From an optimization exercise on the open Yosys and OpenROAD flow, aimed at small area, a short achievable clock period and few clock cycles per item; shortcuts taken in it are not production practice. For this run, only the layout was checked, not whether the RTL still works. No activity file was given, so power comes from the tool's default toggle rates.

==> design.v <==
`timescale 1ns/1ps
package alu_pkg;
	localparam int DATA_W = 32;
	typedef logic [DATA_W-1:0] word_t;
	localparam int SHAMT_W = 5;
	typedef logic [SHAMT_W-1:0] shamt_t;
	typedef enum logic [3:0] {
		OP_ADD  = 4'd0,
		OP_SUB  = 4'd1,
		OP_MUL  = 4'd2,
		OP_AND  = 4'd3,
		OP_OR   = 4'd4,
		OP_XOR  = 4'd5,
		OP_SHL  = 4'd6,
		OP_LSHR = 4'd7,
		OP_ASHR = 4'd8,
		OP_EQ   = 4'd9,
		OP_NE   = 4'd10,
		OP_ULT  = 4'd11,
		OP_ULE  = 4'd12,
		OP_SLT  = 4'd13,
		OP_SLE  = 4'd14
	} alu_op_t;
	localparam int MUL_STAGES_DEF = 4;
endpackage
`timescale 1ns/1ps
module elastic_alu (
	input logic clk,
	input logic rst,
	input logic [31:0] lhs,
	input logic [3:0] lhs_op,
	input logic lhs_valid,
	output logic lhs_ready,
	input logic [31:0] rhs,
	input logic rhs_valid,
	output logic rhs_ready,
	output logic [31:0] result,
	output logic result_valid,
	input logic result_ready
);
	logic lv, rv, fire, adv;
	logic [31:0] a_l, a_r;
	logic [3:0] a_op;
	logic a_inv, a_sgn;
	logic lbusy, rbusy, lv_n, rv_n, sv_n;
	assign fire = lv & rv & adv;
	assign lhs_ready = ~lbusy;
	assign rhs_ready = ~rbusy;
	logic l_en, r_en;
	assign l_en = ~lv | fire;
	assign r_en = ~rv | fire;
	assign lv_n = l_en ? lhs_valid : lv;
	assign rv_n = r_en ? rhs_valid : rv;
	always_ff @(posedge clk or posedge rst) begin
		if (rst) begin
			lv <= 1'b0;
			rv <= 1'b0;
			lbusy <= 1'b0;
			rbusy <= 1'b0;
		end else begin
			lv <= lv_n;
			rv <= rv_n;
			lbusy <= lv_n & ~(rv_n & ~sv_n);
			rbusy <= rv_n & ~(lv_n & ~sv_n);
		end
	end
	always_ff @(posedge clk) begin
		if (l_en) begin
			a_l <= lhs;
			a_op <= lhs_op;
			a_inv <= (lhs_op == 4'd1) | ((lhs_op >= 4'd9) & (lhs_op <= 4'd14));
			a_sgn <= (lhs_op == 4'd13) | (lhs_op == 4'd14);
		end
		if (r_en) begin
			a_r <= rhs;
		end
	end
	logic o_mul, o_sh, o_rt, o_s, o_alu, o_inv, o_sgn;
	logic [31:0] e_l, opa, opb, lg;
	logic [33:0] as;
	logic [15:0] e_one, e_two, e_neg;
	logic [32:0] rr;
	logic e_x0, eq, lt, e_cmp;
	always_comb begin
		o_mul = (a_op == 4'd2);
		o_sh = (a_op == 4'd6) | (a_op == 4'd7) | (a_op == 4'd8);
		o_rt = (a_op == 4'd7) | (a_op == 4'd8);
		o_s = (a_op == 4'd8) & a_l[31];
		o_alu = (a_op <= 4'd1) | (a_op == 4'd3) | (a_op == 4'd4) | (a_op == 4'd5);
		o_inv = a_inv;
		o_sgn = a_sgn;
		opa = {a_l[31] ^ o_sgn, a_l[30:0]};
		opb = {a_r[31] ^ o_sgn, a_r[30:0]} ^ {32{o_inv}};
		as = {1'b0, opa, 1'b1} + {1'b0, opb, o_inv};
		eq = (a_l == a_r);
		lt = ~as[33];
		case (a_op)
			4'd3: lg = a_l & a_r;
			4'd4: lg = a_l | a_r;
			4'd5: lg = a_l ^ a_r;
			default: lg = as[32:1];
		endcase
		case (a_op)
			4'd9: e_cmp = eq;
			4'd10: e_cmp = ~eq;
			4'd11, 4'd13: e_cmp = lt;
			4'd12, 4'd14: e_cmp = lt | eq;
			default: e_cmp = 1'b0;
		endcase
		for (int i = 0; i < 32; i++) begin
			e_l[i] = o_alu ? lg[i] : o_rt ? (a_l[31 - i] ^ o_s) : a_l[i];
		end
		rr = {a_r, 1'b0};
		for (int j = 0; j < 16; j++) begin
			e_one[j] = (o_mul & (rr[2*j+1] ^ rr[2*j])) | (o_sh & (a_r[4:1] == j) & ~a_r[0]) | ((j == 0) & o_alu);
			e_two[j] = (o_mul & ((rr[2*j+2] & ~rr[2*j+1] & ~rr[2*j]) | (~rr[2*j+2] & rr[2*j+1] & rr[2*j]))) |
				(o_sh & (a_r[4:1] == j) & a_r[0]);
			e_neg[j] = o_mul & rr[2*j+2];
		end
		e_x0 = e_neg[0];
	end
	logic cv;
	logic [31:0] c_l;
	logic [15:0] one, two, neg;
	logic x0;
	logic c_sn, c_sr, c_sc, c_fe;
	always_ff @(posedge clk or posedge rst) begin
		if (rst) begin
			cv <= 1'b0;
		end else if (adv) begin
			cv <= fire;
		end
	end
	always_ff @(posedge clk) begin
		if (adv) begin
			c_l <= e_l;
			one <= e_one;
			two <= e_two;
			neg <= e_neg;
			x0 <= e_x0;
			c_sn <= ~o_rt;
			c_sr <= o_rt & ~o_s;
			c_sc <= o_rt & o_s;
			c_fe <= e_cmp;
		end
	end
	logic [31:0] pp0, pp1, pp2, pp3, pp4, pp5, pp6, pp7, pp8, pp9, pp10, pp11, pp12, pp13, pp14, pp15;
	logic [32:0] ll;
	assign ll = {c_l, 1'b0};
	always_comb begin
		for (int i = 0; i < 32; i++) begin
			pp0[i] = ((one[0] & ll[i+1]) | (two[0] & ll[i])) ^ neg[0];
			pp1[i] = ((one[1] & ll[i+1]) | (two[1] & ll[i])) ^ neg[1];
			pp2[i] = ((one[2] & ll[i+1]) | (two[2] & ll[i])) ^ neg[2];
			pp3[i] = ((one[3] & ll[i+1]) | (two[3] & ll[i])) ^ neg[3];
			pp4[i] = ((one[4] & ll[i+1]) | (two[4] & ll[i])) ^ neg[4];
			pp5[i] = ((one[5] & ll[i+1]) | (two[5] & ll[i])) ^ neg[5];
			pp6[i] = ((one[6] & ll[i+1]) | (two[6] & ll[i])) ^ neg[6];
			pp7[i] = ((one[7] & ll[i+1]) | (two[7] & ll[i])) ^ neg[7];
			pp8[i] = ((one[8] & ll[i+1]) | (two[8] & ll[i])) ^ neg[8];
			pp9[i] = ((one[9] & ll[i+1]) | (two[9] & ll[i])) ^ neg[9];
			pp10[i] = ((one[10] & ll[i+1]) | (two[10] & ll[i])) ^ neg[10];
			pp11[i] = ((one[11] & ll[i+1]) | (two[11] & ll[i])) ^ neg[11];
			pp12[i] = ((one[12] & ll[i+1]) | (two[12] & ll[i])) ^ neg[12];
			pp13[i] = ((one[13] & ll[i+1]) | (two[13] & ll[i])) ^ neg[13];
			pp14[i] = ((one[14] & ll[i+1]) | (two[14] & ll[i])) ^ neg[14];
			pp15[i] = ((one[15] & ll[i+1]) | (two[15] & ll[i])) ^ neg[15];
		end
	end
	logic [31:0] tx, ty, sum;
	logic t1, t2, t3, t4, t5, t6, t7, t8, t9, t10, t11, t12, t13, t14, t15, t16, t17, t18, t19, t20, t21, t22, t23, t24, t25, t26, t27, t28, t29, t30, t31, t32, t33, t34, t35, t36, t37, t38, t39, t40, t41, t42, t43, t44, t45, t46, t47, t48, t49, t50, t51, t52, t53, t54, t55, t56, t57, t58, t59, t60, t61, t62, t63, t64, t65, t66, t67, t68, t69, t70, t71, t72, t73, t74, t75, t76, t77, t78, t79, t80, t81, t82, t83, t84, t85, t86, t87, t88, t89, t90, t91, t92, t93, t94, t95, t96, t97, t98, t99, t100, t101, t102, t103, t104, t105, t106, t107, t108, t109, t110, t111, t112, t113, t114, t115, t116, t117, t118, t119, t120, t121, t122, t123, t124, t125, t126, t127, t128, t129, t130, t131, t132, t133, t134, t135, t136, t137, t138, t139, t140, t141, t142, t143, t144, t145, t146, t147, t148, t149, t150, t151, t152, t153, t154, t155, t156, t157, t158, t159, t160, t161, t162, t163, t164, t165, t166, t167, t168, t169, t170, t171, t172, t173, t174, t175, t176, t177, t178, t179, t180, t181, t182, t183, t184, t185, t186, t187, t188, t189, t190, t191, t192, t193, t194, t195, t196, t197, t198, t199, t200, t201, t202, t203, t204, t205, t206, t207, t208, t209, t210, t211, t212, t213, t214, t215, t216, t217, t218, t219, t220, t221, t222, t223, t224, t225, t226, t227, t228, t229, t230, t231, t232, t233, t234, t235, t236, t237, t238, t239, t240, t241, t242, t243, t244, t245, t246, t247, t248, t249, t250, t251, t252, t253, t254, t255, t256, t257, t258, t259, t260, t261, t262, t263, t264, t265, t266, t267, t268, t269, t270, t271, t272, t273, t274, t275, t276, t277, t278, t279, t280, t281, t282, t283, t284, t285, t286, t287, t288, t289, t290, t291, t292, t293, t294, t295, t296, t297, t298, t299, t300, t301, t302, t303, t304, t305, t306, t307, t308, t309, t310, t311, t312, t313, t314, t315, t316, t317, t318, t319, t320, t321, t322, t323, t324, t325, t326, t327, t328, t329, t330, t331, t332, t333, t334, t335, t336, t337, t338, t339, t340, t341, t342, t343, t344, t345, t346, t347, t348, t349, t350, t351, t352, t353, t354, t355, t356, t357, t358, t359, t360, t361, t362, t363, t364, t365, t366, t367, t368, t369, t370, t371, t372, t373, t374, t375, t376, t377, t378, t379, t380, t381, t382, t383, t384, t385, t386, t387, t388, t389, t390, t391, t392, t393, t394, t395, t396, t397, t398, t399, t400, t401, t402, t403, t404, t405, t406, t407, t408, t409, t410, t411, t412, t413, t414, t415, t416, t417, t418, t419, t420, t421, t422, t423, t424, t425, t426, t427, t428, t429, t430, t431, t432, t433, t434, t435, t436, t437, t438, t439, t440, t441, t442, t443, t444, t445, t446, t447, t448, t449, t450, t451, t452, t453, t454, t455, t456, t457, t458, t459, t460, t461;
	csa_ha t1_h (.a(neg[12]), .b(pp0[24]), .s(t1), .co(t2));
	csa_ha t3_h (.a(pp0[25]), .b(pp10[5]), .s(t3), .co(t4));
	csa_fa t5_f (.a(neg[13]), .b(pp0[26]), .c(pp10[6]), .s(t5), .co(t6));
	csa_ha t7_h (.a(pp11[4]), .b(pp12[2]), .s(t7), .co(t8));
	csa_fa t9_f (.a(pp0[27]), .b(pp10[7]), .c(pp11[5]), .s(t9), .co(t10));
	csa_ha t11_h (.a(pp12[3]), .b(pp13[1]), .s(t11), .co(t12));
	csa_fa t13_f (.a(neg[14]), .b(pp0[28]), .c(pp10[8]), .s(t13), .co(t14));
	csa_fa t15_f (.a(pp11[6]), .b(pp12[4]), .c(pp13[2]), .s(t15), .co(t16));
	csa_ha t17_h (.a(pp14[0]), .b(pp1[26]), .s(t17), .co(t18));
	csa_fa t19_f (.a(pp0[29]), .b(pp10[9]), .c(pp11[7]), .s(t19), .co(t20));
	csa_fa t21_f (.a(pp12[5]), .b(pp13[3]), .c(pp14[1]), .s(t21), .co(t22));
	csa_ha t23_h (.a(pp1[27]), .b(pp2[25]), .s(t23), .co(t24));
	csa_fa t25_f (.a(neg[15]), .b(pp0[30]), .c(pp10[10]), .s(t25), .co(t26));
	csa_fa t27_f (.a(pp11[8]), .b(pp12[6]), .c(pp13[4]), .s(t27), .co(t28));
	csa_fa t29_f (.a(pp14[2]), .b(pp15[0]), .c(pp1[28]), .s(t29), .co(t30));
	csa_ha t31_h (.a(pp2[26]), .b(pp3[24]), .s(t31), .co(t32));
	csa_x2 t34_x (.a(pp0[31]), .b(pp10[11]), .y(t34));
	csa_x2 t33_x (.a(t34), .b(pp11[9]), .y(t33));
	csa_x2 t36_x (.a(pp12[7]), .b(pp13[5]), .y(t36));
	csa_x2 t35_x (.a(t36), .b(pp14[3]), .y(t35));
	csa_x2 t38_x (.a(pp15[1]), .b(pp1[29]), .y(t38));
	csa_x2 t37_x (.a(t38), .b(pp2[27]), .y(t37));
	csa_x2 t39_x (.a(pp3[25]), .b(pp4[23]), .y(t39));
	csa_ha t40_h (.a(neg[8]), .b(pp0[16]), .s(t40), .co(t41));
	csa_ha t42_h (.a(pp0[17]), .b(pp1[15]), .s(t42), .co(t43));
	csa_fa t44_f (.a(neg[9]), .b(pp0[18]), .c(pp1[16]), .s(t44), .co(t45));
	csa_ha t46_h (.a(pp2[14]), .b(pp3[12]), .s(t46), .co(t47));
	csa_fa t48_f (.a(pp0[19]), .b(pp1[17]), .c(pp2[15]), .s(t48), .co(t49));
	csa_ha t50_h (.a(pp3[13]), .b(pp4[11]), .s(t50), .co(t51));
	csa_fa t52_f (.a(neg[10]), .b(pp0[20]), .c(pp10[0]), .s(t52), .co(t53));
	csa_fa t54_f (.a(pp1[18]), .b(pp2[16]), .c(pp3[14]), .s(t54), .co(t55));
	csa_ha t56_h (.a(pp4[12]), .b(pp5[10]), .s(t56), .co(t57));
	csa_fa t58_f (.a(pp0[21]), .b(pp10[1]), .c(pp1[19]), .s(t58), .co(t59));
	csa_fa t60_f (.a(pp2[17]), .b(pp3[15]), .c(pp4[13]), .s(t60), .co(t61));
	csa_ha t62_h (.a(pp5[11]), .b(pp6[9]), .s(t62), .co(t63));
	csa_fa t64_f (.a(neg[11]), .b(pp0[22]), .c(pp10[2]), .s(t64), .co(t65));
	csa_fa t66_f (.a(pp11[0]), .b(pp1[20]), .c(pp2[18]), .s(t66), .co(t67));
	csa_fa t68_f (.a(pp3[16]), .b(pp4[14]), .c(pp5[12]), .s(t68), .co(t69));
	csa_ha t70_h (.a(pp6[10]), .b(pp7[8]), .s(t70), .co(t71));
	csa_fa t72_f (.a(pp0[23]), .b(pp10[3]), .c(pp11[1]), .s(t72), .co(t73));
	csa_fa t74_f (.a(pp1[21]), .b(pp2[19]), .c(pp3[17]), .s(t74), .co(t75));
	csa_fa t76_f (.a(pp4[15]), .b(pp5[13]), .c(pp6[11]), .s(t76), .co(t77));
	csa_ha t78_h (.a(pp7[9]), .b(pp8[7]), .s(t78), .co(t79));
	csa_fa t80_f (.a(pp10[4]), .b(pp11[2]), .c(pp12[0]), .s(t80), .co(t81));
	csa_fa t82_f (.a(pp1[22]), .b(pp2[20]), .c(pp3[18]), .s(t82), .co(t83));
	csa_fa t84_f (.a(pp4[16]), .b(pp5[14]), .c(pp6[12]), .s(t84), .co(t85));
	csa_fa t86_f (.a(pp7[10]), .b(pp8[8]), .c(pp9[6]), .s(t86), .co(t87));
	csa_fa t88_f (.a(pp11[3]), .b(pp12[1]), .c(pp1[23]), .s(t88), .co(t89));
	csa_fa t90_f (.a(pp2[21]), .b(pp3[19]), .c(pp4[17]), .s(t90), .co(t91));
	csa_fa t92_f (.a(pp5[15]), .b(pp6[13]), .c(pp7[11]), .s(t92), .co(t93));
	csa_fa t94_f (.a(pp8[9]), .b(pp9[7]), .c(t2), .s(t94), .co(t95));
	csa_fa t96_f (.a(pp13[0]), .b(pp1[24]), .c(pp2[22]), .s(t96), .co(t97));
	csa_fa t98_f (.a(pp3[20]), .b(pp4[18]), .c(pp5[16]), .s(t98), .co(t99));
	csa_fa t100_f (.a(pp6[14]), .b(pp7[12]), .c(pp8[10]), .s(t100), .co(t101));
	csa_fa t102_f (.a(pp9[8]), .b(t4), .c(t7), .s(t102), .co(t103));
	csa_fa t104_f (.a(pp1[25]), .b(pp2[23]), .c(pp3[21]), .s(t104), .co(t105));
	csa_fa t106_f (.a(pp4[19]), .b(pp5[17]), .c(pp6[15]), .s(t106), .co(t107));
	csa_fa t108_f (.a(pp7[13]), .b(pp8[11]), .c(pp9[9]), .s(t108), .co(t109));
	csa_fa t110_f (.a(t8), .b(t11), .c(t6), .s(t110), .co(t111));
	csa_fa t112_f (.a(pp2[24]), .b(pp3[22]), .c(pp4[20]), .s(t112), .co(t113));
	csa_fa t114_f (.a(pp5[18]), .b(pp6[16]), .c(pp7[14]), .s(t114), .co(t115));
	csa_fa t116_f (.a(pp8[12]), .b(pp9[10]), .c(t12), .s(t116), .co(t117));
	csa_fa t118_f (.a(t17), .b(t10), .c(t13), .s(t118), .co(t119));
	csa_fa t120_f (.a(pp3[23]), .b(pp4[21]), .c(pp5[19]), .s(t120), .co(t121));
	csa_fa t122_f (.a(pp6[17]), .b(pp7[15]), .c(pp8[13]), .s(t122), .co(t123));
	csa_fa t124_f (.a(pp9[11]), .b(t18), .c(t23), .s(t124), .co(t125));
	csa_fa t126_f (.a(t14), .b(t16), .c(t19), .s(t126), .co(t127));
	csa_fa t128_f (.a(pp4[22]), .b(pp5[20]), .c(pp6[18]), .s(t128), .co(t129));
	csa_fa t130_f (.a(pp7[16]), .b(pp8[14]), .c(pp9[12]), .s(t130), .co(t131));
	csa_fa t132_f (.a(t24), .b(t31), .c(t20), .s(t132), .co(t133));
	csa_fa t134_f (.a(t22), .b(t25), .c(t27), .s(t134), .co(t135));
	csa_x2 t137_x (.a(pp5[21]), .b(pp6[19]), .y(t137));
	csa_x2 t136_x (.a(t137), .b(pp7[17]), .y(t136));
	csa_x2 t139_x (.a(pp8[15]), .b(pp9[13]), .y(t139));
	csa_x2 t138_x (.a(t139), .b(t32), .y(t138));
	csa_x2 t141_x (.a(t39), .b(t26), .y(t141));
	csa_x2 t140_x (.a(t141), .b(t28), .y(t140));
	csa_x2 t143_x (.a(t30), .b(t33), .y(t143));
	csa_x2 t142_x (.a(t143), .b(t35), .y(t142));
	csa_ha t144_h (.a(neg[5]), .b(pp0[10]), .s(t144), .co(t145));
	csa_ha t146_h (.a(pp0[11]), .b(pp1[9]), .s(t146), .co(t147));
	csa_fa t148_f (.a(neg[6]), .b(pp0[12]), .c(pp1[10]), .s(t148), .co(t149));
	csa_ha t150_h (.a(pp2[8]), .b(pp3[6]), .s(t150), .co(t151));
	csa_fa t152_f (.a(pp0[13]), .b(pp1[11]), .c(pp2[9]), .s(t152), .co(t153));
	csa_ha t154_h (.a(pp3[7]), .b(pp4[5]), .s(t154), .co(t155));
	csa_fa t156_f (.a(neg[7]), .b(pp0[14]), .c(pp1[12]), .s(t156), .co(t157));
	csa_fa t158_f (.a(pp2[10]), .b(pp3[8]), .c(pp4[6]), .s(t158), .co(t159));
	csa_ha t160_h (.a(pp5[4]), .b(pp6[2]), .s(t160), .co(t161));
	csa_fa t162_f (.a(pp0[15]), .b(pp1[13]), .c(pp2[11]), .s(t162), .co(t163));
	csa_fa t164_f (.a(pp3[9]), .b(pp4[7]), .c(pp5[5]), .s(t164), .co(t165));
	csa_ha t166_h (.a(pp6[3]), .b(pp7[1]), .s(t166), .co(t167));
	csa_fa t168_f (.a(pp1[14]), .b(pp2[12]), .c(pp3[10]), .s(t168), .co(t169));
	csa_fa t170_f (.a(pp4[8]), .b(pp5[6]), .c(pp6[4]), .s(t170), .co(t171));
	csa_fa t172_f (.a(pp7[2]), .b(pp8[0]), .c(t40), .s(t172), .co(t173));
	csa_fa t174_f (.a(pp2[13]), .b(pp3[11]), .c(pp4[9]), .s(t174), .co(t175));
	csa_fa t176_f (.a(pp5[7]), .b(pp6[5]), .c(pp7[3]), .s(t176), .co(t177));
	csa_fa t178_f (.a(pp8[1]), .b(t41), .c(t42), .s(t178), .co(t179));
	csa_fa t180_f (.a(pp4[10]), .b(pp5[8]), .c(pp6[6]), .s(t180), .co(t181));
	csa_fa t182_f (.a(pp7[4]), .b(pp8[2]), .c(pp9[0]), .s(t182), .co(t183));
	csa_fa t184_f (.a(t43), .b(t46), .c(t44), .s(t184), .co(t185));
	csa_fa t186_f (.a(pp5[9]), .b(pp6[7]), .c(pp7[5]), .s(t186), .co(t187));
	csa_fa t188_f (.a(pp8[3]), .b(pp9[1]), .c(t47), .s(t188), .co(t189));
	csa_fa t190_f (.a(t50), .b(t45), .c(t48), .s(t190), .co(t191));
	csa_fa t192_f (.a(pp6[8]), .b(pp7[6]), .c(pp8[4]), .s(t192), .co(t193));
	csa_fa t194_f (.a(pp9[2]), .b(t51), .c(t56), .s(t194), .co(t195));
	csa_fa t196_f (.a(t49), .b(t52), .c(t54), .s(t196), .co(t197));
	csa_fa t198_f (.a(pp7[7]), .b(pp8[5]), .c(pp9[3]), .s(t198), .co(t199));
	csa_fa t200_f (.a(t57), .b(t62), .c(t53), .s(t200), .co(t201));
	csa_fa t202_f (.a(t55), .b(t58), .c(t60), .s(t202), .co(t203));
	csa_fa t204_f (.a(pp8[6]), .b(pp9[4]), .c(t63), .s(t204), .co(t205));
	csa_fa t206_f (.a(t70), .b(t59), .c(t61), .s(t206), .co(t207));
	csa_fa t208_f (.a(t64), .b(t66), .c(t68), .s(t208), .co(t209));
	csa_fa t210_f (.a(pp9[5]), .b(t71), .c(t78), .s(t210), .co(t211));
	csa_fa t212_f (.a(t65), .b(t67), .c(t69), .s(t212), .co(t213));
	csa_fa t214_f (.a(t72), .b(t74), .c(t76), .s(t214), .co(t215));
	csa_x2 t217_x (.a(t79), .b(t1), .y(t217));
	csa_x2 t216_x (.a(t217), .b(t73), .y(t216));
	csa_mj t218_m (.a(t79), .b(t1), .c(t73), .y(t218));
	csa_x2 t220_x (.a(t75), .b(t77), .y(t220));
	csa_x2 t219_x (.a(t220), .b(t80), .y(t219));
	csa_mj t221_m (.a(t75), .b(t77), .c(t80), .y(t221));
	csa_x2 t223_x (.a(t82), .b(t84), .y(t223));
	csa_x2 t222_x (.a(t223), .b(t86), .y(t222));
	csa_mj t224_m (.a(t82), .b(t84), .c(t86), .y(t224));
	csa_x2 t226_x (.a(t3), .b(t81), .y(t226));
	csa_x2 t225_x (.a(t226), .b(t83), .y(t225));
	csa_mj t227_m (.a(t3), .b(t81), .c(t83), .y(t227));
	csa_x2 t229_x (.a(t85), .b(t87), .y(t229));
	csa_x2 t228_x (.a(t229), .b(t88), .y(t228));
	csa_mj t230_m (.a(t85), .b(t87), .c(t88), .y(t230));
	csa_x2 t232_x (.a(t90), .b(t92), .y(t232));
	csa_x2 t231_x (.a(t232), .b(t94), .y(t231));
	csa_mj t233_m (.a(t90), .b(t92), .c(t94), .y(t233));
	csa_x2 t235_x (.a(t89), .b(t91), .y(t235));
	csa_x2 t234_x (.a(t235), .b(t93), .y(t234));
	csa_mj t236_m (.a(t89), .b(t91), .c(t93), .y(t236));
	csa_x2 t238_x (.a(t100), .b(t5), .y(t238));
	csa_x2 t237_x (.a(t238), .b(t96), .y(t237));
	csa_mj t239_m (.a(t100), .b(t5), .c(t96), .y(t239));
	csa_x2 t241_x (.a(t98), .b(t95), .y(t241));
	csa_x2 t240_x (.a(t241), .b(t102), .y(t240));
	csa_mj t242_m (.a(t98), .b(t95), .c(t102), .y(t242));
	csa_x2 t244_x (.a(t101), .b(t97), .y(t244));
	csa_x2 t243_x (.a(t244), .b(t99), .y(t243));
	csa_mj t245_m (.a(t101), .b(t97), .c(t99), .y(t245));
	csa_x2 t247_x (.a(t104), .b(t106), .y(t247));
	csa_x2 t246_x (.a(t247), .b(t108), .y(t246));
	csa_mj t248_m (.a(t104), .b(t106), .c(t108), .y(t248));
	csa_x2 t250_x (.a(t9), .b(t103), .y(t250));
	csa_x2 t249_x (.a(t250), .b(t110), .y(t249));
	csa_mj t251_m (.a(t9), .b(t103), .c(t110), .y(t251));
	csa_x2 t253_x (.a(t105), .b(t107), .y(t253));
	csa_x2 t252_x (.a(t253), .b(t109), .y(t252));
	csa_mj t254_m (.a(t105), .b(t107), .c(t109), .y(t254));
	csa_x2 t256_x (.a(t112), .b(t114), .y(t256));
	csa_x2 t255_x (.a(t256), .b(t15), .y(t255));
	csa_mj t257_m (.a(t112), .b(t114), .c(t15), .y(t257));
	csa_x2 t259_x (.a(t116), .b(t111), .y(t259));
	csa_x2 t258_x (.a(t259), .b(t118), .y(t258));
	csa_mj t260_m (.a(t116), .b(t111), .c(t118), .y(t260));
	csa_x2 t262_x (.a(t113), .b(t115), .y(t262));
	csa_x2 t261_x (.a(t262), .b(t120), .y(t261));
	csa_mj t263_m (.a(t113), .b(t115), .c(t120), .y(t263));
	csa_x2 t265_x (.a(t122), .b(t21), .y(t265));
	csa_x2 t264_x (.a(t265), .b(t117), .y(t264));
	csa_mj t266_m (.a(t122), .b(t21), .c(t117), .y(t266));
	csa_x2 t268_x (.a(t124), .b(t119), .y(t268));
	csa_x2 t267_x (.a(t268), .b(t126), .y(t267));
	csa_mj t269_m (.a(t124), .b(t119), .c(t126), .y(t269));
	csa_x2 t271_x (.a(t121), .b(t123), .y(t271));
	csa_x2 t270_x (.a(t271), .b(t128), .y(t270));
	csa_mj t272_m (.a(t121), .b(t123), .c(t128), .y(t272));
	csa_x2 t274_x (.a(t130), .b(t29), .y(t274));
	csa_x2 t273_x (.a(t274), .b(t125), .y(t273));
	csa_mj t275_m (.a(t130), .b(t29), .c(t125), .y(t275));
	csa_x2 t277_x (.a(t127), .b(t132), .y(t277));
	csa_x2 t276_x (.a(t277), .b(t134), .y(t276));
	csa_mj t278_m (.a(t127), .b(t132), .c(t134), .y(t278));
	csa_x2 t280_x (.a(t129), .b(t131), .y(t280));
	csa_x2 t279_x (.a(t280), .b(t136), .y(t279));
	csa_x2 t282_x (.a(t37), .b(t138), .y(t282));
	csa_x2 t281_x (.a(t282), .b(t133), .y(t281));
	csa_x2 t284_x (.a(t140), .b(t142), .y(t284));
	csa_x2 t283_x (.a(t284), .b(t135), .y(t283));
	csa_ha t285_h (.a(neg[3]), .b(pp0[6]), .s(t285), .co(t286));
	csa_ha t287_h (.a(pp0[7]), .b(pp1[5]), .s(t287), .co(t288));
	csa_fa t289_f (.a(neg[4]), .b(pp0[8]), .c(pp1[6]), .s(t289), .co(t290));
	csa_ha t291_h (.a(pp2[4]), .b(pp3[2]), .s(t291), .co(t292));
	csa_fa t293_f (.a(pp0[9]), .b(pp1[7]), .c(pp2[5]), .s(t293), .co(t294));
	csa_ha t295_h (.a(pp3[3]), .b(pp4[1]), .s(t295), .co(t296));
	csa_fa t297_f (.a(pp1[8]), .b(pp2[6]), .c(pp3[4]), .s(t297), .co(t298));
	csa_fa t299_f (.a(pp4[2]), .b(pp5[0]), .c(t144), .s(t299), .co(t300));
	csa_fa t301_f (.a(pp2[7]), .b(pp3[5]), .c(pp4[3]), .s(t301), .co(t302));
	csa_fa t303_f (.a(pp5[1]), .b(t145), .c(t146), .s(t303), .co(t304));
	csa_fa t305_f (.a(pp4[4]), .b(pp5[2]), .c(pp6[0]), .s(t305), .co(t306));
	csa_fa t307_f (.a(t147), .b(t150), .c(t148), .s(t307), .co(t308));
	csa_fa t309_f (.a(pp5[3]), .b(pp6[1]), .c(t151), .s(t309), .co(t310));
	csa_fa t311_f (.a(t154), .b(t149), .c(t152), .s(t311), .co(t312));
	csa_fa t313_f (.a(pp7[0]), .b(t155), .c(t160), .s(t313), .co(t314));
	csa_fa t315_f (.a(t153), .b(t156), .c(t158), .s(t315), .co(t316));
	csa_fa t317_f (.a(t161), .b(t166), .c(t157), .s(t317), .co(t318));
	csa_fa t319_f (.a(t159), .b(t162), .c(t164), .s(t319), .co(t320));
	csa_fa t321_f (.a(t167), .b(t163), .c(t165), .s(t321), .co(t322));
	csa_fa t323_f (.a(t168), .b(t170), .c(t172), .s(t323), .co(t324));
	csa_fa t325_f (.a(t169), .b(t171), .c(t174), .s(t325), .co(t326));
	csa_fa t327_f (.a(t176), .b(t173), .c(t178), .s(t327), .co(t328));
	csa_fa t329_f (.a(t175), .b(t177), .c(t180), .s(t329), .co(t330));
	csa_fa t331_f (.a(t182), .b(t179), .c(t184), .s(t331), .co(t332));
	csa_fa t333_f (.a(t181), .b(t183), .c(t186), .s(t333), .co(t334));
	csa_fa t335_f (.a(t188), .b(t185), .c(t190), .s(t335), .co(t336));
	csa_fa t337_f (.a(t187), .b(t192), .c(t189), .s(t337), .co(t338));
	csa_fa t339_f (.a(t194), .b(t191), .c(t196), .s(t339), .co(t340));
	csa_fa t341_f (.a(t193), .b(t198), .c(t195), .s(t341), .co(t342));
	csa_fa t343_f (.a(t197), .b(t200), .c(t202), .s(t343), .co(t344));
	csa_fa t345_f (.a(t199), .b(t204), .c(t201), .s(t345), .co(t346));
	csa_fa t347_f (.a(t203), .b(t206), .c(t208), .s(t347), .co(t348));
	csa_fa t349_f (.a(t205), .b(t210), .c(t207), .s(t349), .co(t350));
	csa_fa t351_f (.a(t209), .b(t212), .c(t214), .s(t351), .co(t352));
	csa_x2 t354_x (.a(t211), .b(t216), .y(t354));
	csa_x2 t353_x (.a(t354), .b(t213), .y(t353));
	csa_mj t355_m (.a(t211), .b(t216), .c(t213), .y(t355));
	csa_x2 t357_x (.a(t219), .b(t215), .y(t357));
	csa_x2 t356_x (.a(t357), .b(t222), .y(t356));
	csa_mj t358_m (.a(t219), .b(t215), .c(t222), .y(t358));
	csa_x2 t360_x (.a(t218), .b(t225), .y(t360));
	csa_x2 t359_x (.a(t360), .b(t228), .y(t359));
	csa_mj t361_m (.a(t218), .b(t225), .c(t228), .y(t361));
	csa_x2 t363_x (.a(t221), .b(t224), .y(t363));
	csa_x2 t362_x (.a(t363), .b(t231), .y(t362));
	csa_mj t364_m (.a(t221), .b(t224), .c(t231), .y(t364));
	csa_x2 t366_x (.a(t227), .b(t234), .y(t366));
	csa_x2 t365_x (.a(t366), .b(t230), .y(t365));
	csa_mj t367_m (.a(t227), .b(t234), .c(t230), .y(t367));
	csa_x2 t369_x (.a(t237), .b(t240), .y(t369));
	csa_x2 t368_x (.a(t369), .b(t233), .y(t368));
	csa_mj t370_m (.a(t237), .b(t240), .c(t233), .y(t370));
	csa_x2 t372_x (.a(t236), .b(t243), .y(t372));
	csa_x2 t371_x (.a(t372), .b(t239), .y(t371));
	csa_mj t373_m (.a(t236), .b(t243), .c(t239), .y(t373));
	csa_x2 t375_x (.a(t246), .b(t249), .y(t375));
	csa_x2 t374_x (.a(t375), .b(t242), .y(t374));
	csa_mj t376_m (.a(t246), .b(t249), .c(t242), .y(t376));
	csa_x2 t378_x (.a(t245), .b(t252), .y(t378));
	csa_x2 t377_x (.a(t378), .b(t248), .y(t377));
	csa_mj t379_m (.a(t245), .b(t252), .c(t248), .y(t379));
	csa_x2 t381_x (.a(t255), .b(t258), .y(t381));
	csa_x2 t380_x (.a(t381), .b(t251), .y(t380));
	csa_mj t382_m (.a(t255), .b(t258), .c(t251), .y(t382));
	csa_x2 t384_x (.a(t254), .b(t261), .y(t384));
	csa_x2 t383_x (.a(t384), .b(t257), .y(t383));
	csa_mj t385_m (.a(t254), .b(t261), .c(t257), .y(t385));
	csa_x2 t387_x (.a(t264), .b(t267), .y(t387));
	csa_x2 t386_x (.a(t387), .b(t260), .y(t386));
	csa_mj t388_m (.a(t264), .b(t267), .c(t260), .y(t388));
	csa_x2 t390_x (.a(t270), .b(t263), .y(t390));
	csa_x2 t389_x (.a(t390), .b(t273), .y(t389));
	csa_mj t391_m (.a(t270), .b(t263), .c(t273), .y(t391));
	csa_x2 t393_x (.a(t266), .b(t276), .y(t393));
	csa_x2 t392_x (.a(t393), .b(t269), .y(t392));
	csa_mj t394_m (.a(t266), .b(t276), .c(t269), .y(t394));
	csa_x2 t396_x (.a(t279), .b(t272), .y(t396));
	csa_x2 t395_x (.a(t396), .b(t281), .y(t395));
	csa_x2 t398_x (.a(t275), .b(t283), .y(t398));
	csa_x2 t397_x (.a(t398), .b(t278), .y(t397));
	csa_ha t399_h (.a(neg[2]), .b(pp0[4]), .s(t399), .co(t400));
	csa_ha t401_h (.a(pp0[5]), .b(pp1[3]), .s(t401), .co(t402));
	csa_fa t403_f (.a(pp1[4]), .b(pp2[2]), .c(pp3[0]), .s(t403), .co(t404));
	csa_fa t405_f (.a(pp2[3]), .b(pp3[1]), .c(t286), .s(t405), .co(t406));
	csa_fa t407_f (.a(pp4[0]), .b(t288), .c(t291), .s(t407), .co(t408));
	csa_fa t409_f (.a(t292), .b(t295), .c(t290), .s(t409), .co(t410));
	csa_fa t411_f (.a(t296), .b(t294), .c(t297), .s(t411), .co(t412));
	csa_fa t413_f (.a(t298), .b(t301), .c(t300), .s(t413), .co(t414));
	csa_fa t415_f (.a(t302), .b(t305), .c(t304), .s(t415), .co(t416));
	csa_fa t417_f (.a(t306), .b(t309), .c(t308), .s(t417), .co(t418));
	csa_fa t419_f (.a(t310), .b(t313), .c(t312), .s(t419), .co(t420));
	csa_fa t421_f (.a(t314), .b(t316), .c(t317), .s(t421), .co(t422));
	csa_fa t423_f (.a(t318), .b(t320), .c(t321), .s(t423), .co(t424));
	csa_fa t425_f (.a(t322), .b(t325), .c(t324), .s(t425), .co(t426));
	csa_fa t427_f (.a(t326), .b(t329), .c(t328), .s(t427), .co(t428));
	csa_fa t429_f (.a(t330), .b(t333), .c(t332), .s(t429), .co(t430));
	csa_fa t431_f (.a(t334), .b(t337), .c(t336), .s(t431), .co(t432));
	csa_fa t433_f (.a(t338), .b(t341), .c(t340), .s(t433), .co(t434));
	csa_fa t435_f (.a(t342), .b(t345), .c(t344), .s(t435), .co(t436));
	csa_fa t437_f (.a(t346), .b(t349), .c(t348), .s(t437), .co(t438));
	csa_x2 t440_x (.a(t353), .b(t350), .y(t440));
	csa_x2 t439_x (.a(t440), .b(t356), .y(t439));
	csa_mj t441_m (.a(t353), .b(t350), .c(t356), .y(t441));
	csa_x2 t443_x (.a(t355), .b(t359), .y(t443));
	csa_x2 t442_x (.a(t443), .b(t358), .y(t442));
	csa_mj t444_m (.a(t355), .b(t359), .c(t358), .y(t444));
	csa_x2 t446_x (.a(t361), .b(t365), .y(t446));
	csa_x2 t445_x (.a(t446), .b(t364), .y(t445));
	csa_mj t447_m (.a(t361), .b(t365), .c(t364), .y(t447));
	csa_x2 t449_x (.a(t367), .b(t371), .y(t449));
	csa_x2 t448_x (.a(t449), .b(t370), .y(t448));
	csa_mj t450_m (.a(t367), .b(t371), .c(t370), .y(t450));
	csa_x2 t452_x (.a(t373), .b(t377), .y(t452));
	csa_x2 t451_x (.a(t452), .b(t376), .y(t451));
	csa_mj t453_m (.a(t373), .b(t377), .c(t376), .y(t453));
	csa_x2 t455_x (.a(t379), .b(t383), .y(t455));
	csa_x2 t454_x (.a(t455), .b(t382), .y(t454));
	csa_mj t456_m (.a(t379), .b(t383), .c(t382), .y(t456));
	csa_x2 t458_x (.a(t385), .b(t389), .y(t458));
	csa_x2 t457_x (.a(t458), .b(t388), .y(t457));
	csa_mj t459_m (.a(t385), .b(t389), .c(t388), .y(t459));
	csa_x2 t461_x (.a(t391), .b(t395), .y(t461));
	csa_x2 t460_x (.a(t461), .b(t394), .y(t460));
	logic q0_0, q0_1, q1_0, q2_0, q2_1, q2_2, q3_0, q3_1, q4_0, q4_1, q4_2, q5_0, q5_1, q5_2, q6_0, q6_1, q6_2, q7_0, q7_1, q7_2, q8_0, q8_1, q8_2, q9_0, q9_1, q9_2, q10_0, q10_1, q10_2, q11_0, q11_1, q11_2, q12_0, q12_1, q12_2, q13_0, q13_1, q13_2, q14_0, q14_1, q14_2, q15_0, q15_1, q15_2, q16_0, q16_1, q16_2, q17_0, q17_1, q17_2, q18_0, q18_1, q18_2, q19_0, q19_1, q19_2, q20_0, q20_1, q20_2, q21_0, q21_1, q21_2, q22_0, q22_1, q22_2, q23_0, q23_1, q23_2, q24_0, q24_1, q24_2, q25_0, q25_1, q25_2, q26_0, q26_1, q26_2, q27_0, q27_1, q27_2, q28_0, q28_1, q28_2, q29_0, q29_1, q29_2, q30_0, q30_1, q30_2, q31_0, q31_1, q31_2;
	always_ff @(posedge clk) begin
		if (adv) begin
			q0_0 <= x0;
			q0_1 <= pp0[0];
			q1_0 <= pp0[1];
			q2_0 <= neg[1];
			q2_1 <= pp0[2];
			q2_2 <= pp1[0];
			q3_0 <= pp0[3];
			q3_1 <= pp1[1];
			q4_0 <= t399;
			q4_1 <= pp1[2];
			q4_2 <= pp2[0];
			q5_0 <= t401;
			q5_1 <= pp2[1];
			q5_2 <= t400;
			q6_0 <= t403;
			q6_1 <= t285;
			q6_2 <= t402;
			q7_0 <= t405;
			q7_1 <= t287;
			q7_2 <= t404;
			q8_0 <= t407;
			q8_1 <= t289;
			q8_2 <= t406;
			q9_0 <= t409;
			q9_1 <= t293;
			q9_2 <= t408;
			q10_0 <= t411;
			q10_1 <= t299;
			q10_2 <= t410;
			q11_0 <= t413;
			q11_1 <= t303;
			q11_2 <= t412;
			q12_0 <= t415;
			q12_1 <= t307;
			q12_2 <= t414;
			q13_0 <= t417;
			q13_1 <= t311;
			q13_2 <= t416;
			q14_0 <= t419;
			q14_1 <= t315;
			q14_2 <= t418;
			q15_0 <= t421;
			q15_1 <= t319;
			q15_2 <= t420;
			q16_0 <= t423;
			q16_1 <= t323;
			q16_2 <= t422;
			q17_0 <= t425;
			q17_1 <= t327;
			q17_2 <= t424;
			q18_0 <= t427;
			q18_1 <= t331;
			q18_2 <= t426;
			q19_0 <= t429;
			q19_1 <= t335;
			q19_2 <= t428;
			q20_0 <= t431;
			q20_1 <= t339;
			q20_2 <= t430;
			q21_0 <= t433;
			q21_1 <= t343;
			q21_2 <= t432;
			q22_0 <= t435;
			q22_1 <= t347;
			q22_2 <= t434;
			q23_0 <= t437;
			q23_1 <= t351;
			q23_2 <= t436;
			q24_0 <= t439;
			q24_1 <= t352;
			q24_2 <= t438;
			q25_0 <= t442;
			q25_1 <= t362;
			q25_2 <= t441;
			q26_0 <= t445;
			q26_1 <= t368;
			q26_2 <= t444;
			q27_0 <= t448;
			q27_1 <= t374;
			q27_2 <= t447;
			q28_0 <= t451;
			q28_1 <= t380;
			q28_2 <= t450;
			q29_0 <= t454;
			q29_1 <= t386;
			q29_2 <= t453;
			q30_0 <= t457;
			q30_1 <= t392;
			q30_2 <= t456;
			q31_0 <= t460;
			q31_1 <= t397;
			q31_2 <= t459;
		end
	end
	logic u1, u2, u3, u4, u5, u6, u7, u8, u9, u10, u11, u12, u13, u14, u15, u16, u17, u18, u19, u20, u21, u22, u23, u24, u25, u26, u27, u28, u29, u30, u31, u32, u33, u34, u35, u36, u37, u38, u39, u40, u41, u42, u43, u44, u45, u46, u47, u48, u49, u50, u51, u52, u53, u54, u55, u56, u57, u58, u59, u60, u61, u62, u63, u64, u65, u66, u67, u68, u69, u70, u71, u72, u73, u74, u75, u76, u77, u78, u79, u80, u81, u82, u83, u84, u85, u86, u87;
	csa_ha u1_h (.a(q2_0), .b(q2_1), .s(u1), .co(u2));
	csa_ha u3_h (.a(q3_0), .b(q3_1), .s(u3), .co(u4));
	csa_x2 u6_x (.a(q4_0), .b(q4_1), .y(u6));
	csa_x2 u5_x (.a(u6), .b(q4_2), .y(u5));
	csa_mj u7_m (.a(q4_0), .b(q4_1), .c(q4_2), .y(u7));
	csa_x2 u9_x (.a(q5_0), .b(q5_1), .y(u9));
	csa_x2 u8_x (.a(u9), .b(q5_2), .y(u8));
	csa_mj u10_m (.a(q5_0), .b(q5_1), .c(q5_2), .y(u10));
	csa_x2 u12_x (.a(q6_0), .b(q6_1), .y(u12));
	csa_x2 u11_x (.a(u12), .b(q6_2), .y(u11));
	csa_mj u13_m (.a(q6_0), .b(q6_1), .c(q6_2), .y(u13));
	csa_x2 u15_x (.a(q7_0), .b(q7_1), .y(u15));
	csa_x2 u14_x (.a(u15), .b(q7_2), .y(u14));
	csa_mj u16_m (.a(q7_0), .b(q7_1), .c(q7_2), .y(u16));
	csa_x2 u18_x (.a(q8_0), .b(q8_1), .y(u18));
	csa_x2 u17_x (.a(u18), .b(q8_2), .y(u17));
	csa_mj u19_m (.a(q8_0), .b(q8_1), .c(q8_2), .y(u19));
	csa_x2 u21_x (.a(q9_0), .b(q9_1), .y(u21));
	csa_x2 u20_x (.a(u21), .b(q9_2), .y(u20));
	csa_mj u22_m (.a(q9_0), .b(q9_1), .c(q9_2), .y(u22));
	csa_x2 u24_x (.a(q10_0), .b(q10_1), .y(u24));
	csa_x2 u23_x (.a(u24), .b(q10_2), .y(u23));
	csa_mj u25_m (.a(q10_0), .b(q10_1), .c(q10_2), .y(u25));
	csa_x2 u27_x (.a(q11_0), .b(q11_1), .y(u27));
	csa_x2 u26_x (.a(u27), .b(q11_2), .y(u26));
	csa_mj u28_m (.a(q11_0), .b(q11_1), .c(q11_2), .y(u28));
	csa_x2 u30_x (.a(q12_0), .b(q12_1), .y(u30));
	csa_x2 u29_x (.a(u30), .b(q12_2), .y(u29));
	csa_mj u31_m (.a(q12_0), .b(q12_1), .c(q12_2), .y(u31));
	csa_x2 u33_x (.a(q13_0), .b(q13_1), .y(u33));
	csa_x2 u32_x (.a(u33), .b(q13_2), .y(u32));
	csa_mj u34_m (.a(q13_0), .b(q13_1), .c(q13_2), .y(u34));
	csa_x2 u36_x (.a(q14_0), .b(q14_1), .y(u36));
	csa_x2 u35_x (.a(u36), .b(q14_2), .y(u35));
	csa_mj u37_m (.a(q14_0), .b(q14_1), .c(q14_2), .y(u37));
	csa_x2 u39_x (.a(q15_0), .b(q15_1), .y(u39));
	csa_x2 u38_x (.a(u39), .b(q15_2), .y(u38));
	csa_mj u40_m (.a(q15_0), .b(q15_1), .c(q15_2), .y(u40));
	csa_x2 u42_x (.a(q16_0), .b(q16_1), .y(u42));
	csa_x2 u41_x (.a(u42), .b(q16_2), .y(u41));
	csa_mj u43_m (.a(q16_0), .b(q16_1), .c(q16_2), .y(u43));
	csa_x2 u45_x (.a(q17_0), .b(q17_1), .y(u45));
	csa_x2 u44_x (.a(u45), .b(q17_2), .y(u44));
	csa_mj u46_m (.a(q17_0), .b(q17_1), .c(q17_2), .y(u46));
	csa_x2 u48_x (.a(q18_0), .b(q18_1), .y(u48));
	csa_x2 u47_x (.a(u48), .b(q18_2), .y(u47));
	csa_mj u49_m (.a(q18_0), .b(q18_1), .c(q18_2), .y(u49));
	csa_x2 u51_x (.a(q19_0), .b(q19_1), .y(u51));
	csa_x2 u50_x (.a(u51), .b(q19_2), .y(u50));
	csa_mj u52_m (.a(q19_0), .b(q19_1), .c(q19_2), .y(u52));
	csa_x2 u54_x (.a(q20_0), .b(q20_1), .y(u54));
	csa_x2 u53_x (.a(u54), .b(q20_2), .y(u53));
	csa_mj u55_m (.a(q20_0), .b(q20_1), .c(q20_2), .y(u55));
	csa_x2 u57_x (.a(q21_0), .b(q21_1), .y(u57));
	csa_x2 u56_x (.a(u57), .b(q21_2), .y(u56));
	csa_mj u58_m (.a(q21_0), .b(q21_1), .c(q21_2), .y(u58));
	csa_x2 u60_x (.a(q22_0), .b(q22_1), .y(u60));
	csa_x2 u59_x (.a(u60), .b(q22_2), .y(u59));
	csa_mj u61_m (.a(q22_0), .b(q22_1), .c(q22_2), .y(u61));
	csa_x2 u63_x (.a(q23_0), .b(q23_1), .y(u63));
	csa_x2 u62_x (.a(u63), .b(q23_2), .y(u62));
	csa_mj u64_m (.a(q23_0), .b(q23_1), .c(q23_2), .y(u64));
	csa_x2 u66_x (.a(q24_0), .b(q24_1), .y(u66));
	csa_x2 u65_x (.a(u66), .b(q24_2), .y(u65));
	csa_mj u67_m (.a(q24_0), .b(q24_1), .c(q24_2), .y(u67));
	csa_x2 u69_x (.a(q25_0), .b(q25_1), .y(u69));
	csa_x2 u68_x (.a(u69), .b(q25_2), .y(u68));
	csa_mj u70_m (.a(q25_0), .b(q25_1), .c(q25_2), .y(u70));
	csa_x2 u72_x (.a(q26_0), .b(q26_1), .y(u72));
	csa_x2 u71_x (.a(u72), .b(q26_2), .y(u71));
	csa_mj u73_m (.a(q26_0), .b(q26_1), .c(q26_2), .y(u73));
	csa_x2 u75_x (.a(q27_0), .b(q27_1), .y(u75));
	csa_x2 u74_x (.a(u75), .b(q27_2), .y(u74));
	csa_mj u76_m (.a(q27_0), .b(q27_1), .c(q27_2), .y(u76));
	csa_x2 u78_x (.a(q28_0), .b(q28_1), .y(u78));
	csa_x2 u77_x (.a(u78), .b(q28_2), .y(u77));
	csa_mj u79_m (.a(q28_0), .b(q28_1), .c(q28_2), .y(u79));
	csa_x2 u81_x (.a(q29_0), .b(q29_1), .y(u81));
	csa_x2 u80_x (.a(u81), .b(q29_2), .y(u80));
	csa_mj u82_m (.a(q29_0), .b(q29_1), .c(q29_2), .y(u82));
	csa_x2 u84_x (.a(q30_0), .b(q30_1), .y(u84));
	csa_x2 u83_x (.a(u84), .b(q30_2), .y(u83));
	csa_mj u85_m (.a(q30_0), .b(q30_1), .c(q30_2), .y(u85));
	csa_x2 u87_x (.a(q31_0), .b(q31_1), .y(u87));
	csa_x2 u86_x (.a(u87), .b(q31_2), .y(u86));
	assign tx = {u86, u83, u80, u77, u74, u71, u68, u65, u62, u59, u56, u53, u50, u47, u44, u41, u38, u35, u32, u29, u26, u23, u20, u17, u14, u11, u8, u5, u3, u1, q1_0, q0_0};
	assign ty = {u85, u82, u79, u76, u73, u70, u67, u64, u61, u58, u55, u52, u49, u46, u43, u40, u37, u34, u31, u28, u25, u22, u19, u16, u13, u10, u7, u4, u2, q2_2, 1'b0, q0_1};
	assign sum = tx + ty;
	logic bv;
	logic b_sn, b_sr, b_sc, b_fe;
	always_ff @(posedge clk or posedge rst) begin
		if (rst) begin
			bv <= 1'b0;
		end else if (adv) begin
			bv <= cv;
		end
	end
	always_ff @(posedge clk) begin
		if (adv) begin
			b_sn <= c_sn;
			b_sr <= c_sr;
			b_sc <= c_sc;
			b_fe <= c_fe;
		end
	end
	logic [31:0] res;
	always_comb begin
		for (int i = 0; i < 32; i++) begin
			res[i] = (b_sn & sum[i]) | (b_sr & sum[31 - i]) | (b_sc & ~sum[31 - i]);
		end
		res[0] = res[0] | b_fe;
	end
	logic ov, sv, take;
	logic [31:0] o_d, s_d;
	assign adv = ~sv;
	assign take = ov & result_ready;
	assign result_valid = ov;
	assign result = o_d;
	logic ov_n;
	always_comb begin
		ov_n = ov;
		sv_n = sv;
		if (sv) begin
			if (take) sv_n = 1'b0;
		end else if (bv) begin
			if (ov & ~take) sv_n = 1'b1;
			else ov_n = 1'b1;
		end else if (take) begin
			ov_n = 1'b0;
		end
	end
	always_ff @(posedge clk or posedge rst) begin
		if (rst) begin
			ov <= 1'b0;
			sv <= 1'b0;
		end else begin
			ov <= ov_n;
			sv <= sv_n;
		end
	end
	logic k_s, k_n, k_r, k_c;
	logic [31:0] o_n;
	assign k_s = sv;
	assign k_n = ~sv & b_sn;
	assign k_r = ~sv & b_sr;
	assign k_c = ~sv & b_sc;
	always_comb begin
		for (int i = 0; i < 32; i++) begin
			o_n[i] = (k_s & s_d[i]) | (k_n & sum[i]) | (k_r & sum[31 - i]) | (k_c & ~sum[31 - i]);
		end
		o_n[0] = o_n[0] | (~sv & b_fe);
	end
	always_ff @(posedge clk) begin
		if (~sv) s_d <= res;
		if ((sv & take) | (~sv & bv & (~ov | take))) o_d <= o_n;
	end
endmodule
module csa_fa (
	input logic a,
	input logic b,
	input logic c,
	output logic s,
	output logic co
);
	assign s = a ^ b ^ c;
	assign co = (a & b) | (a & c) | (b & c);
endmodule
module csa_ha (
	input logic a,
	input logic b,
	output logic s,
	output logic co
);
	assign s = a ^ b;
	assign co = a & b;
endmodule
module csa_x2 (
	input logic a,
	input logic b,
	output logic y
);
	assign y = a ^ b;
endmodule
module csa_mj (
	input logic a,
	input logic b,
	input logic c,
	output logic y
);
	assign y = (a & b) | (a & c) | (b & c);
endmodule
==> flow/run.sh <==
#!/bin/bash
# The standard layout (standard.sh) with two changes to the ORFS run:
#  - timing repair aims at a larger setup slack (SETUP_SLACK_MARGIN), so the
#    layout is sped up beyond the 10 ns clock it must meet;
#  - the port buffers are buf_2 cells rather than the delay-cell buffer that
#    buffer_ports picks by default (every port still gets its own buffer).
# The make output goes to make_flow.log; ORFS keeps each tool's log under orfs/logs.
set -euo pipefail
MARGIN=${MARGIN:-6.5}
PORTBUF=${PORTBUF:-sky130_fd_sc_hd__buf_2}
sed "s/\"\\\${@:-finish}\"/SETUP_SLACK_MARGIN=$MARGIN 'BUFFER_PORTS_ARGS=-buffer_cell $PORTBUF' \"\${@:-finish}\"/" standard.sh > flow/standard_own.sh
grep -q "SETUP_SLACK_MARGIN=$MARGIN" flow/standard_own.sh
bash flow/standard_own.sh > make_flow.log 2>&1
==> flow/standard_own.sh <==
#!/bin/bash
# The standard flow's own layout of this design, on the ORFS make targets given (by default finish). After
# finish it leaves the final layout's DEF at /design/flow/out/final.def.
set -euo pipefail
make -C /OpenROAD-flow-scripts/flow DESIGN_CONFIG=/design/flow/config.mk WORK_HOME=/design/flow/orfs CLKGATE_MAP_FILE= SYNTH_SCRIPT=/design/flow/synth_recipe.tcl CAP_MARGIN=20 CORE_MARGIN=2 CORE_UTILIZATION=40 SLEW_MARGIN=20 SYNTH_HIERARCHICAL=1 SETUP_SLACK_MARGIN=6.5 'BUFFER_PORTS_ARGS=-buffer_cell sky130_fd_sc_hd__buf_2' "${@:-finish}"
if [[ -f /design/flow/orfs/results/sky130hd/elastic_alu/base/6_final.odb ]]; then
  : # left out here: write the final layout as DEF
fi
==> standard.sh <==
#!/bin/bash
# synth_recipe.tcl (not shown) runs the flow's synth.tcl, then flattens the netlist and writes it again
# the make line also repeats each setting of config.mk as NAME=value (left out here)
make -C /OpenROAD-flow-scripts/flow DESIGN_CONFIG=/design/flow/config.mk WORK_HOME=/design/flow/orfs CLKGATE_MAP_FILE= SYNTH_SCRIPT=/design/flow/synth_recipe.tcl "${@:-finish}"
==> config.mk <==
export PLATFORM = sky130hd
export DESIGN_NAME = elastic_alu
export DESIGN_NICKNAME = elastic_alu
export VERILOG_FILES = /design/flow/design.v
export SDC_FILE = /design/flow/constraint.sdc
export NUM_CORES = 4
export LEC_CHECK = 0
export CAP_MARGIN = 20
export CORE_MARGIN = 2
export CORE_UTILIZATION = 40
export SLEW_MARGIN = 20
export SYNTH_HIERARCHICAL = 1
==> constraint.sdc <==
create_clock -name core_clock -period 10.0 [get_ports {clk}]
set_input_delay 2.0000 -clock core_clock [delete_from_list [all_inputs] [get_ports {clk}]]
set_output_delay 2.0000 -clock core_clock [all_outputs]
set_load 0.01 [all_outputs]
==> notes.md <==
## logic make-up (layout without fill, tap and decap cells)
group                    after synthesis  after routing  synth area share
flip-flops                           322            322             0.346
adder cells (fa/ha/maj)              360            360             0.193
buffers and inverters                303            362            0.0421
XOR/XNOR                             538            538             0.169
AND/OR/NAND/NOR                      365            365            0.0598
AO/OA/AOI/OAI                        710            710             0.176
multiplexers                          35             35            0.0138
## path summary, 6_finish.rpt
check / end / slack [ns] / startpoint
worst max-delay path: o_d[30] / 6.36 / q8_2
worst min-delay path: b_sc / 0.42 / c_sc
worst max register to register: o_d[30] / 6.36 / q8_2
worst min register to register: b_sc / 0.42 / c_sc
max in group asynchronous: rbusy / 8.42 / rst
min in group asynchronous: cv / 1.35 / rst
## placed cells by master, fill, tap and decap left out, types with 6 or more instances in the layout
master                      synthesis  final
sky130_fd_sc_hd__ha_4               0      6
sky130_fd_sc_hd__o21a_1            10     10
sky130_fd_sc_hd__o211ai_1           8      8
sky130_fd_sc_hd__a221o_1           11     11
sky130_fd_sc_hd__nand4_1           11     11
sky130_fd_sc_hd__o21bai_1          10      7
sky130_fd_sc_hd__nor4_1            13     11
sky130_fd_sc_hd__clkbuf_1         162      8
sky130_fd_sc_hd__fa_1             127    127
sky130_fd_sc_hd__xor2_1           221    219
sky130_fd_sc_hd__a211oi_1          15     12
sky130_fd_sc_hd__a22oi_1          259    259
sky130_fd_sc_hd__nand2_1          112    111
sky130_fd_sc_hd__ha_1             164    152
sky130_fd_sc_hd__clkinv_1           3     12
sky130_fd_sc_hd__maj3_2            69     69
sky130_fd_sc_hd__clkbuf_16          0     38
sky130_fd_sc_hd__mux2_2            24     24
sky130_fd_sc_hd__nor2_1           126    124
sky130_fd_sc_hd__o21ai_0          102     94
sky130_fd_sc_hd__dfrtp_1            8      8
sky130_fd_sc_hd__inv_1             94     94
sky130_fd_sc_hd__nor2b_1           11     10
sky130_fd_sc_hd__o221ai_1          10      9
sky130_fd_sc_hd__edfxtp_1         314    314
sky130_fd_sc_hd__nor3_1            35     33
sky130_fd_sc_hd__a31oi_1           19     19
sky130_fd_sc_hd__a21oi_2            0      6
sky130_fd_sc_hd__ha_2               0      6
sky130_fd_sc_hd__a221oi_1          57     54
sky130_fd_sc_hd__and3_1            12     10
sky130_fd_sc_hd__buf_4              1     81
sky130_fd_sc_hd__mux2i_1           10      9
sky130_fd_sc_hd__a21o_1            32     32
sky130_fd_sc_hd__buf_2              1    107
sky130_fd_sc_hd__xnor2_1          317    316
sky130_fd_sc_hd__nand3_1           15     14
sky130_fd_sc_hd__o22ai_1           29     29
sky130_fd_sc_hd__a21oi_1          110    104
## critical path: cells and delay by family (launching register included)
kind,cells,cell delay [ns]
flip-flops,1,0.42
XOR/XNOR,1,0.12
AND/OR/NAND/NOR,4,1.06
adder cells (fa/ha/maj),2,0.69
AO/OA/AOI/OAI,3,0.83
multiplexers,1,0.27
## area by class of cell
class                           count  area share
Timing Repair Buffer              195      0.0406
Tap cell                          931      0.0375
Clock inverter                     24     0.00769
Multi-Input combinational cell   2008       0.561
Clock buffer                       46      0.0316
Sequential cell                   322       0.310
Inverter                           97      0.0120
## per-stage QoR
step / utilization / cell area [µm²] / total power [µW] / hold slack (ns) / cells
floorplan: - / 27800 / 1490 / 0.400 / 2633
global placement: 0.424 / 29100 / 1510 / 0.407 / 3514
detailed placement: 0.424 / 29100 / 1510 / 0.415 / 3514
CTS: 0.446 / 30600 / 2880 / 0.430 / 3600
global route: 0.452 / 31100 / 2940 / 0.419 / 3623
finish: 0.452 / 31100 / 2840 / 0.420 / 3623
## modules after synthesis (local to each module, per instance)
module       cells  flops+latches  times used
csa_fa           1              0         127
csa_ha           1              0          29
csa_mj           1              0          69
csa_x2           1              0         167
elastic_alu   2241            322           1
## repair_timing
action	in CTS	in global routing
endpoints found under the setup margin	45	129
cloned	0	0
pin swaps	18	23
hold endpoints to repair	0	0
buffers inserted	16	22
resized for setup	30	45
## registers in the layout (all words and copies together), names as in the netlist, 4 cells and up
signal	flops
o_d	32
c_l	32
a_r	32
s_d	32
a_op	4
two	16
neg	16
a_l	32
one	16
## power by group
| group | leakage (µW) | internal [µW] | switching, µW |
|---|---|---|---|
| clock network | 0.000586 | 786 | 575 |
| registers | 0.00283 | 1460 | 0 |
| logic | 0.00857 | 10.4 | 5.83 |
## per-layer routing
metal | GRT usage | routed length, µm
met5 | 0 | 0
met1 | 0.288 | 33900
met3 | 0.0273 | 4970
met2 | 0.400 | 40600
met4 | 0.0923 | 3380
==> out/qor.tcl <==
set qor(register_area_um2) 9630
set qor(io_pins) 108
set qor(max_slew.worst_pin.slew_ns) 1.12
set qor(cp_slowest_stage_delay_ns) 0.54
set qor(setup-tns-final_ns) 0
set qor(detail-route-antenna-nets) 0
set qor(wirelength_mm) 82.8
set qor(drtPass1Iterations) 5
set qor(cp_max_fo) 5
set qor(antenna_found_initial) 0
set qor(p_per_area_nw_per_um2) 91.4
set qor(clock_tree.root_cell) {sky130_fd_sc_hd__clkbuf_16}
set qor(max_cap_violations) 0
set qor(final.setup.worst_slack_ns) 6.36
set qor(vdd_ir_drop_max_mv) 0.119
set qor(cellLeakagePower_uw) 0.0120
set qor(fmax_ghz) 0.275
set qor(rows) 96
set qor(max_slew_margin) 0.252
set qor(netlist-cell-type-count) 74
set qor(crit_path_cell_trace) {maj3_2 -> ha_2 -> and4_4 -> nand2_2 -> or4_4 -> and3_4 -> a211o_1 -> o21ai_2 -> xor2_2 -> a221o_1 -> mux2_2}
set qor(die_x_um) 268
set qor(time_the_final_worst_path_needs_with_i_o_delays_and_setup_ns) 3.64
set qor(cts_tree) {built}
set qor(synth_ff_type) {sky130_fd_sc_hd__edfxtp_1}
set qor(multi_input_area_um2) 17400
set qor(grt_start_max_net_pins) 99
set qor(post-route-period-util) 0.364
set qor(report.final.setup_viol) 0
set qor(end_kind) {register}
set qor(yosys_warnings) 7
set qor(finish.net_count) 3026
set qor(mappedNetlistArea_um2) 27800
set qor(synth-seq-cells) 322
set qor(holdCritPathClass) {reg2reg}
set qor(via_per_inst) 5.86
set qor(ys_seq_area_frac) 0.346
set qor(groute.usage.overall) 0.229
set qor(num_antenna_cells) 0
set qor(ranking_of_synthesized_cells_by_instance_count) {sky130_fd_sc_hd__xnor2_1 (317), sky130_fd_sc_hd__edfxtp_1 (314), sky130_fd_sc_hd__a22oi_1 (259), sky130_fd_sc_hd__xor2_1 (221), sky130_fd_sc_hd__ha_1 (164)}
set qor(route.detailed.wl_per_inst_um) 22.9
set qor(cts_sinks) 322
set qor(place.port_buffers) 107
set qor(dpl.hpwl_mm) 59.4
set qor(syn_inst) 2633
set qor(dpl_worst_slack_ns) 6.06
set qor(synthesis.nets) 2997
set qor(clk_latency_ns) 0.58
set qor(initial_core_util) 0.405
set qor(netlist_top_cells_area) {sky130_fd_sc_hd__edfxtp_1 (34%), sky130_fd_sc_hd__xnor2_1 (10%), sky130_fd_sc_hd__fa_1 (9.1%)}
set qor(finClkSkew_ns) 0.0277
set qor(critical_path_required_ns) 10.33
set qor(die-height_um) 268
set qor(outcome) {complete, no violations}
set qor(gp_routability_congestion) 0.920
set qor(report.final.slew_viol_count) 0
set qor(first_global_vias) 21300
set qor(cts-root-to-sink-buffers) 3
set qor(cp-start-kind) {register}
set qor(avgSynthCellArea_um2) 10.6
set qor(hold_viol_final) 0
set qor(drcViolationCount) 0
set qor(yosys.cell_count.top_type) {sky130_fd_sc_hd__xnor2_1}
set qor(criticalPathCategory) {reg2reg}
set qor(floorplan.core_area_um2) 68700
set qor(number_of_buffers_created_by_cts) 38
set qor(area_growth_pct) 11.6
set qor(drt_first_iter_violations) 1837
set qor(asyncSetResetFlopFracSynth) 0.0248
set qor(reg2regPathDepth) 11
set qor(synth_enable_flop_cells) 314
set qor(rsz0062_at_grt) {true}
set qor(synth_area_leader_cell) {sky130_fd_sc_hd__edfxtp_1}
set qor(cts_hold_buf) 0
set qor(floorplan.die_area_um2) 71700
set qor(cts-htree-levels) 2
set qor(worstHoldPathCells) 0
set qor(worstPathArrival_ns) 3.97
set qor(overflow) 0
set qor(synth_top_area_share) 0.339
set qor(clk_pin_slew_ns) 0.06
set qor(vias) 21200
set qor(grt_pass1_wl_mm) 126
set qor(drive_gt1_frac) 0.154
set qor(timing.critical_path.slowest_stage_cell) {sky130_fd_sc_hd__or4_4}
set qor(nFillCells) 6445

## what the ideal ports hide
No port has a modelled driver above. Below, the same layout with a new extraction and two added sets of constraints. Step 1 (the two cells are an assumption about what drives the block):
set clk [get_ports {clk}]
set_driving_cell -lib_cell sky130_fd_sc_hd__clkbuf_16 $clk
set_driving_cell -lib_cell sky130_fd_sc_hd__buf_2 [delete_from_list [all_inputs] $clk]
Step 2 times the ports against the registers' clock, not the clock port: input delays grow and output delays shrink by t, the midpoint of the rising clock arrivals with the driver on. a / b / c = ideal ports / drivers / drivers and shift; a / b = the first two.
t, ns: 0.629
setup slack, ns: 6.360 / 6.360 / 6.360
worst setup path at the end: register to register
worst slew at a driven data input, ns: 0.05
After both steps setup and hold are still met in this run. The setup slack of this run moves by 0.000 ns with the drivers and by 0.000 ns with both steps.
